Source: an optimization exercise on an open RTL-to-GDS flow (aim: small area, a short achievable clock period and few clock cycles per item). Production flows keep margins and buffers that such runs may drop. Function was checked by simulation only, so behaviour that the tests miss may differ from the original. Power figures rest on the tool's default switching activity, not on a simulated workload.

[design/flow/config.mk]
export PLATFORM = sky130hd
export DESIGN_NAME = pattern_encoder
export DESIGN_NICKNAME = pattern_encoder
export VERILOG_FILES = /design/flow/design.v
export SDC_FILE = /design/flow/constraint.sdc
export NUM_CORES = 4
export LEC_CHECK = 0
export CAP_MARGIN = 20
export CORE_MARGIN = 2
export CORE_UTILIZATION = 40
export SLEW_MARGIN = 20
[design/flow/constraint.sdc]
create_clock -name core_clock -period 7.0 [get_ports {clk}]
set_input_delay 1.4000 -clock core_clock [delete_from_list [all_inputs] [get_ports {clk}]]
set_output_delay 1.4000 -clock core_clock [all_outputs]
set_load 0.01 [all_outputs]
[design/flow/design.v]
module pattern_encoder #(
    parameter int INDEX_WIDTH = 32,
    parameter int ADDR_WIDTH  = 48,
    parameter int DATA_WIDTH  = 64
) (
    input  logic                   clk,
    input  logic                   rst,
    input  logic                   start,
    input  logic [ADDR_WIDTH-1:0]  start_addr,
    input  logic                   index_push,
    input  logic [INDEX_WIDTH-1:0] row,
    input  logic [INDEX_WIDTH-1:0] col,
    output logic                   index_stall,
    input  logic                   finish,
    output logic                   wr_req,
    input  logic                   wr_stall,
    output logic [ADDR_WIDTH-1:0]  wr_addr,
    output logic [DATA_WIDTH-1:0]  wr_data,
    output logic                   done,
    output logic [ADDR_WIDTH-1:0]  word_count
);
    localparam int VW = INDEX_WIDTH + 1;
    localparam int LW = $clog2(VW + 1);
    localparam int BW = 2 * DATA_WIDTH;
    localparam int FW = $clog2(BW + 1);
    localparam int SH = $clog2(DATA_WIDTH / 8);
    typedef enum logic [2:0] {
        S_IDLE, S_RUN, S_COL2, S_FLUSH, S_DONE
    } state_t;
    state_t state_q, state_d;
    logic [BW-1:0]          buf_q, buf_d;
    logic [FW-1:0]          fill_q, fill_d;
    logic [INDEX_WIDTH-1:0] prow_q, prow_d;
    logic [VW-1:0]          pcol_q, pcol_d;
    logic [VW-1:0]          pend_q, pend_d;
    logic                   fin_q, fin_d;
    logic                   end_q, end_d;
    logic [ADDR_WIDTH-1:0]  base_q, base_d;
    logic [ADDR_WIDTH-1:0]  cnt_q, cnt_d;
    logic                   wr_req_q, wr_req_d;
    logic [ADDR_WIDTH-1:0]  wr_addr_q, wr_addr_d;
    logic [DATA_WIDTH-1:0]  wr_data_q, wr_data_d;
    logic          room, accept, row_up, bad;
    logic          emit_full, emit_part, emit;
    logic [VW-1:0] row_val, col_val, col_first;
    logic          app, app_t;
    logic [VW-1:0] app_v;
    function automatic logic [LW-1:0] bitlen(input logic [VW-1:0] v);
        logic [LW-1:0] n;
        n = '0;
        for (int i = 0; i < VW; i++)
            if (v[i]) n = LW'(i + 1);
        bitlen = n;
    endfunction
    function automatic logic [BW-1:0] mkcode(input logic t,
                                             input logic [VW-1:0] v);
        logic [BW-1:0] c;
        c = '0;
        c[0] = t;
        c[LW:1] = bitlen(v);
        c[LW+VW:LW+1] = v;
        mkcode = c;
    endfunction
    function automatic logic [FW-1:0] codelen(input logic [VW-1:0] v);
        codelen = FW'(LW + 1) + FW'(bitlen(v));
    endfunction
    assign room      = fill_q < FW'(DATA_WIDTH);
    assign accept    = (state_q == S_RUN) && room && index_push;
    assign row_up    = row > prow_q;
    assign row_val   = {1'b0, row} - {1'b0, prow_q};
    assign col_val   = {1'b0, col} - pcol_q;
    assign col_first = {1'b0, col} + VW'(1);
    assign emit_full = !room;
    assign emit_part = (state_q == S_FLUSH) && end_q
                    && (fill_q != '0) && room;
    assign emit      = (emit_full || emit_part) && !wr_stall;
    assign bad = 1'b0;
    always_ff @(posedge clk or posedge rst) begin
        if (rst) state_q <= S_IDLE;
        else     state_q <= state_d;
    end
    always_comb begin
        state_d = state_q;
        unique case (state_q)
            S_IDLE:  if (start) state_d = S_RUN;
            S_RUN: begin
                if (accept && !bad && row_up) state_d = S_COL2;
                else if (finish)              state_d = S_FLUSH;
            end
            S_COL2:  if (room) state_d = fin_q ? S_FLUSH : S_RUN;
            S_FLUSH: if (end_q && fill_q == '0) state_d = S_DONE;
            S_DONE:  state_d = S_IDLE;
            default: state_d = S_IDLE;
        endcase
    end
    always_comb begin
        index_stall = !rst && !((state_q == S_RUN) && room);
        done        = (state_q == S_DONE);
    end
    always_comb begin
        buf_d     = buf_q;
        fill_d    = fill_q;
        prow_d    = prow_q;
        pcol_d    = pcol_q;
        pend_d    = pend_q;
        fin_d     = fin_q;
        end_d     = end_q;
        base_d    = base_q;
        cnt_d     = cnt_q;
        wr_req_d  = 1'b0;
        wr_addr_d = wr_addr_q;
        wr_data_d = wr_data_q;
        app       = 1'b0;
        app_t     = 1'b0;
        app_v     = '0;
        unique case (state_q)
            S_IDLE: begin
                if (start) begin
                    buf_d  = '0;
                    fill_d = '0;
                    prow_d = '0;
                    pcol_d = '1;
                    fin_d  = 1'b0;
                    end_d  = 1'b0;
                    base_d = start_addr;
                    cnt_d  = '0;
                end
            end
            S_RUN: begin
                if (accept && !bad) begin
                    prow_d = row;
                    pcol_d = {1'b0, col};
                    app    = 1'b1;
                    if (row_up) begin
                        app_t  = 1'b1;
                        app_v  = row_val;
                        pend_d = col_first;
                        fin_d  = finish;
                    end else begin
                        app_v = col_val;
                    end
                end
            end
            S_COL2: begin
                if (room) begin
                    app   = 1'b1;
                    app_v = pend_q;
                end
            end
            S_FLUSH: begin
                if (!end_q && room) begin
                    app   = 1'b1;
                    app_t = 1'b1;
                    end_d = 1'b1;
                end
            end
            default: ;
        endcase
        if (app) begin
            buf_d  = buf_q | (mkcode(app_t, app_v) << fill_q);
            fill_d = fill_q + codelen(app_v);
        end
        if (emit) begin
            wr_req_d  = 1'b1;
            wr_data_d = buf_q[DATA_WIDTH-1:0];
            wr_addr_d = base_q + (cnt_q << SH);
            buf_d     = buf_q >> DATA_WIDTH;
            fill_d    = emit_full ? fill_q - FW'(DATA_WIDTH) : '0;
            cnt_d     = cnt_q + ADDR_WIDTH'(1);
        end
    end
    always_ff @(posedge clk or posedge rst) begin
        if (rst) begin
            buf_q     <= '0;
            fill_q    <= '0;
            prow_q    <= '0;
            pcol_q    <= '1;
            pend_q    <= '0;
            fin_q     <= 1'b0;
            end_q     <= 1'b0;
            base_q    <= '0;
            cnt_q     <= '0;
            wr_req_q  <= 1'b0;
            wr_addr_q <= '0;
            wr_data_q <= '0;
        end else begin
            buf_q     <= buf_d;
            fill_q    <= fill_d;
            prow_q    <= prow_d;
            pcol_q    <= pcol_d;
            pend_q    <= pend_d;
            fin_q     <= fin_d;
            end_q     <= end_d;
            base_q    <= base_d;
            cnt_q     <= cnt_d;
            wr_req_q  <= wr_req_d;
            wr_addr_q <= wr_addr_d;
            wr_data_q <= wr_data_d;
        end
    end
    assign wr_req     = wr_req_q;
    assign wr_addr    = wr_addr_q;
    assign wr_data    = wr_data_q;
    assign word_count = cnt_q;
endmodule
[design/flow/run.sh]
#!/bin/bash
# synth_recipe.tcl (not shown) runs the flow's synth.tcl, then flattens the netlist and writes it again
# the make line also repeats each setting of config.mk as NAME=value (left out here)
make -C /OpenROAD-flow-scripts/flow DESIGN_CONFIG=/design/flow/config.mk WORK_HOME=/design/flow/orfs CLKGATE_MAP_FILE= SYNTH_SCRIPT=/design/flow/synth_recipe.tcl finish
==> flow_summary.ini <==
[timing]
fin_worst_hold_slack_ns = 0.4629
setup_viol = 0
timing.clock.skew_ns = 0.03322
final.min_clock_period_ns = 6.409
maxSlewHeadroom = 0.2787
rsz0062_at_grt = false
post-route-period-util = 0.9156
slew_violations = 0
setup_ws_ns = 0.5905
timing_worst_slew_pin_value_ns = 1.078
final_hold_viol_count = 0
fmax_mhz = 156.0

[power]
ir_drop_uv = 341.6
total_leakage_power_nw = 16.56
pwr_density_cell_nw_per_um2 = 539.7

[floorplanning]
design.portCount = 281
initial_core_util = 0.4027
floorplan_die_height_microns = 271.8
dieWidth_microns = 271.8
row_count = 98
die_footprint_sq_um = 73870
core_sq_um = 71240

[cells_and_area]
share_of_cells_above_drive_strength_1 = 0.1204
area_delta_synth_final_pct = 24.43
final_core_util = 0.5011
multi_input_area_sq_um = 16340
top_library_cells_by_usage_in_the_layout_fill_and_taps_aside = nand2_1 (730), dfrtp_1 (415), clkdlybuf4s50_1 (280)
final_nets = 4031
regArea_sq_um = 11250
layout.filler_cells = 6884
mostFrequentLayoutCell = nand2_1

[yosys]
ys_seq_elements = 448
syn-mean-instance-area_sq_um = 8.407
synth-warning-count = 1
synth.lib_cells_used.distinct = 111
synth.cell_area_sq_um = 28690
ys_async_sr_fraction = 1.000
synth-main-ff-cell = dfrtp_1
syn_nets = 3656
synth_sequential_area_ratio = 0.3922
cell_count_after_synthesis = 3412
synth_enable_flop_cells = 0

[routing]
drt-vias-per-instance = 5.632
drt_first_pass_iters = 6
routedWlPerCell_microns = 20.72
detailed_route_wl_microns = 99060
detailroute.via_count = 26930
drc_errors = 0
detail-route-antenna-nets = 0
detail_route.iter0.violations = 2530

[grt]
grt_first_pass_wirelength_microns = 152800
grt_start_max_net_pins = 219
grt_pass1_vias = 25410
initial_antenna_violation_count = 2
grtUsageTotal = 0.2634
grt_overflow = 0

[cts]
clock_insertion_delay_worst_skew_ns = 0.63
cts_root_buf = clkbuf_16
post_cts_hold_buffer_count = 0
cts-buffers-inserted = 52
cts_tree = built
post_cts_resize_count = 0
post_cts.repair.setup_buffers = 0
cts.path.max_buffers = 3
clkTransAtPathRegs_ns = 0.06
cts.htree.levels = 2
cts_sinks = 448

[critical_path]
worst-endpoint-required_ns = 7.51
start_kind = input port
critPathCaptureType = flop
critPathKind = input port to flop
r2r_start = pcol_q[0]$_DFFE_PP1P_
cp_startpoint = row[0]
worst-endpoint-arrival_ns = 6.92
path_max_fanout = 5

[hold_path]
hp-start = buf_q[15]$_DFFE_PP0P_
min-delay-path-class = flop to flop

[placement]
detailed_place_hpwl_microns = 73990
pre_cts_ws_ns = -0.1735
io_buffers = 280
routabilityCongestion = 0.9624

[run]
cap_viol_max_count = 0

[status]
run_status = timing/DRC/antenna clean
==> worst max-delay path, stage by stage <==
cell and delay, ns:
clkdlybuf4s50_1 0.39, inv_1 0.09, buf_12 0.12, ha_1 0.16, inv_1 0.05, fa_1 0.40, a211oi_2 0.23, o21ai_1 0.14
a21oi_2 0.16, buf_4 0.13, a21oi_1 0.13, a21bo_2 0.26, a21oi_1 0.32, xnor2_1 0.19, a221o_1 0.40, a31oi_1 0.28
o32ai_1 0.15, a31o_2 0.26, buf_4 0.15, o211ai_2 0.17, a41oi_1 0.29, mux2_2 0.44, o21ai_0 0.33, buf_4 0.18
nand3_1 0.05
==> flip-flops by register name, summed over array words and instances, names as in the netlist <==
register	count
end_q	1
wr_req_q	1
wr_addr_q	48
pend_q	33
cnt_q	48
wr_data_q	64
fill_q	8
state_q	3
fin_q	1
pcol_q	33
buf_q	128
base_q	48
prow_q	32
==> final timing paths <==
| kind | endpoint | slack [ns] | depth (start not counted) |
|---|---|---|---|
| max | buf_q[31]$_DFFE_PP0P_ | 0.59 | 25 |
| min | wr_data_q[15]$_DFFE_PP0P_ | 0.46 | 2 |
| max reg2reg | fill_q[6]$_DFFE_PP0P_ | 1.37 | 25 |
| min reg2reg | wr_data_q[15]$_DFFE_PP0P_ | 0.46 | 2 |
| max in group asynchronous | wr_data_q[9]$_DFFE_PP0P_ | 4.19 | 3 |
| min in group asynchronous | fin_q$_DFFE_PP0P_ | 1.45 | 2 |
==> through the flow <==
stage	instances	total power [W]	instance area [sq um]	setup TNS [ns]
after floorplan	3412	0.01134	28690	-178.53
after global placement	4683	0.01605	33770	-0.08237
after detailed placement	4683	0.01610	33770	-0.3456
after CTS	4780	0.01921	35680	0
after global routing	4781	0.02065	35700	0
final	4781	0.01926	35700	0
==> Yosys cell counts, types with 24 or more instances <==
master    number  area [sq um]
a211oi_1      34         255.2
a21o_1        61         457.9
a21oi_1      168         840.8
a221oi_1      24         210.2
a31oi_1       59         369.1
and3_1        81         506.7
buf_1         24         90.09
clkbuf_1     143         536.8
dfrtp_1      415         10380
dfstp_2       33         867.1
ha_1         122          1526
inv_1        106         397.9
mux2_2        25         281.5
mux2i_1       65         650.6
nand2_1      732          2748
nand2b_1      29         181.4
nand3_1       94         470.5
nor2_1       237         889.6
nor3_1        56         280.3
o211ai_1      40         300.3
o21a_1        32         240.2
o21ai_0      253          1266
o31ai_1       60         450.4
xnor2_1       53         464.2
xor2_1        53         464.2
==> power by group <==
part           internal (W)  leakage [nW]  switching, W
Clock               0.00182         0.924       0.00121
Sequential          0.00361          5.79      0.000621
Combinational       0.00492          9.85       0.00709
Total                0.0103          16.6       0.00892
==> routing by layer <==
layer | part of all wire | wire, microns | global-route usage
met2 | 0.44 | 43790 | 0.4042
met1 | 0.45 | 44350 | 0.3657
met3 | 0.059 | 5826 | 0.04051
met5 | 0.00013 | 13 | 0
met4 | 0.051 | 5083 | 0.1209
==> cell type report <==
class	count	share of cell area
Clock inverter	31	0.01258
Clock buffer	66	0.04101
Antenna cell	1	0.00007010
Multi-Input combinational cell	2669	0.4577
Inverter	111	0.01185
Tap cell	950	0.03330
Timing Repair Buffer	505	0.1283
Sequential cell	448	0.3152
==> cells by family (layout without fill, tap and decap cells) <==
group / after synthesis / after routing / synth area share
AOI/OAI and AO/OA: 975 / 975 / 0.2300
xor gates and xnor gates: 106 / 106 / 0.03236
adders and majority gates: 126 / 126 / 0.05600
buffers and inverters: 295 / 713 / 0.04004
DFF: 448 / 448 / 0.3922
muxes: 94 / 94 / 0.03563
other: 0 / 1 / 0
and+or+nand+nor: 1368 / 1368 / 0.2137
Testbench counts, summed over its fixed seeds: cycles 23,801, items 14,352.

-- port drivers added, routing unchanged --
No port has a modelled driver above. Below, the same layout with a new extraction and two added sets of constraints.
Step 1 assumes that a clkbuf_16 drives the clock port and a buf_2 every other input.
Step 2, shift: input delay + t, output delay - t, t = (earliest + latest rising clock arrival at the registers) / 2. This alone moves slack from input paths to output paths.
Slacks: no drivers / after step 1 / after step 2; pairs: no drivers / after step 1.
t, ns: 0.679
setup WS [ns]: 0.591 / 0.621 / -0.058
worst hold slack (ns): 0.463 / 0.463 / 0.463
worst setup path after step 2: input to register
pins driven straight from the clock port: 1
With both steps, setup timing fails in this run, where it was met with ideal ports. For this run, drivers alone change the setup slack by +0.030 ns; drivers and shift together by -0.649 ns.
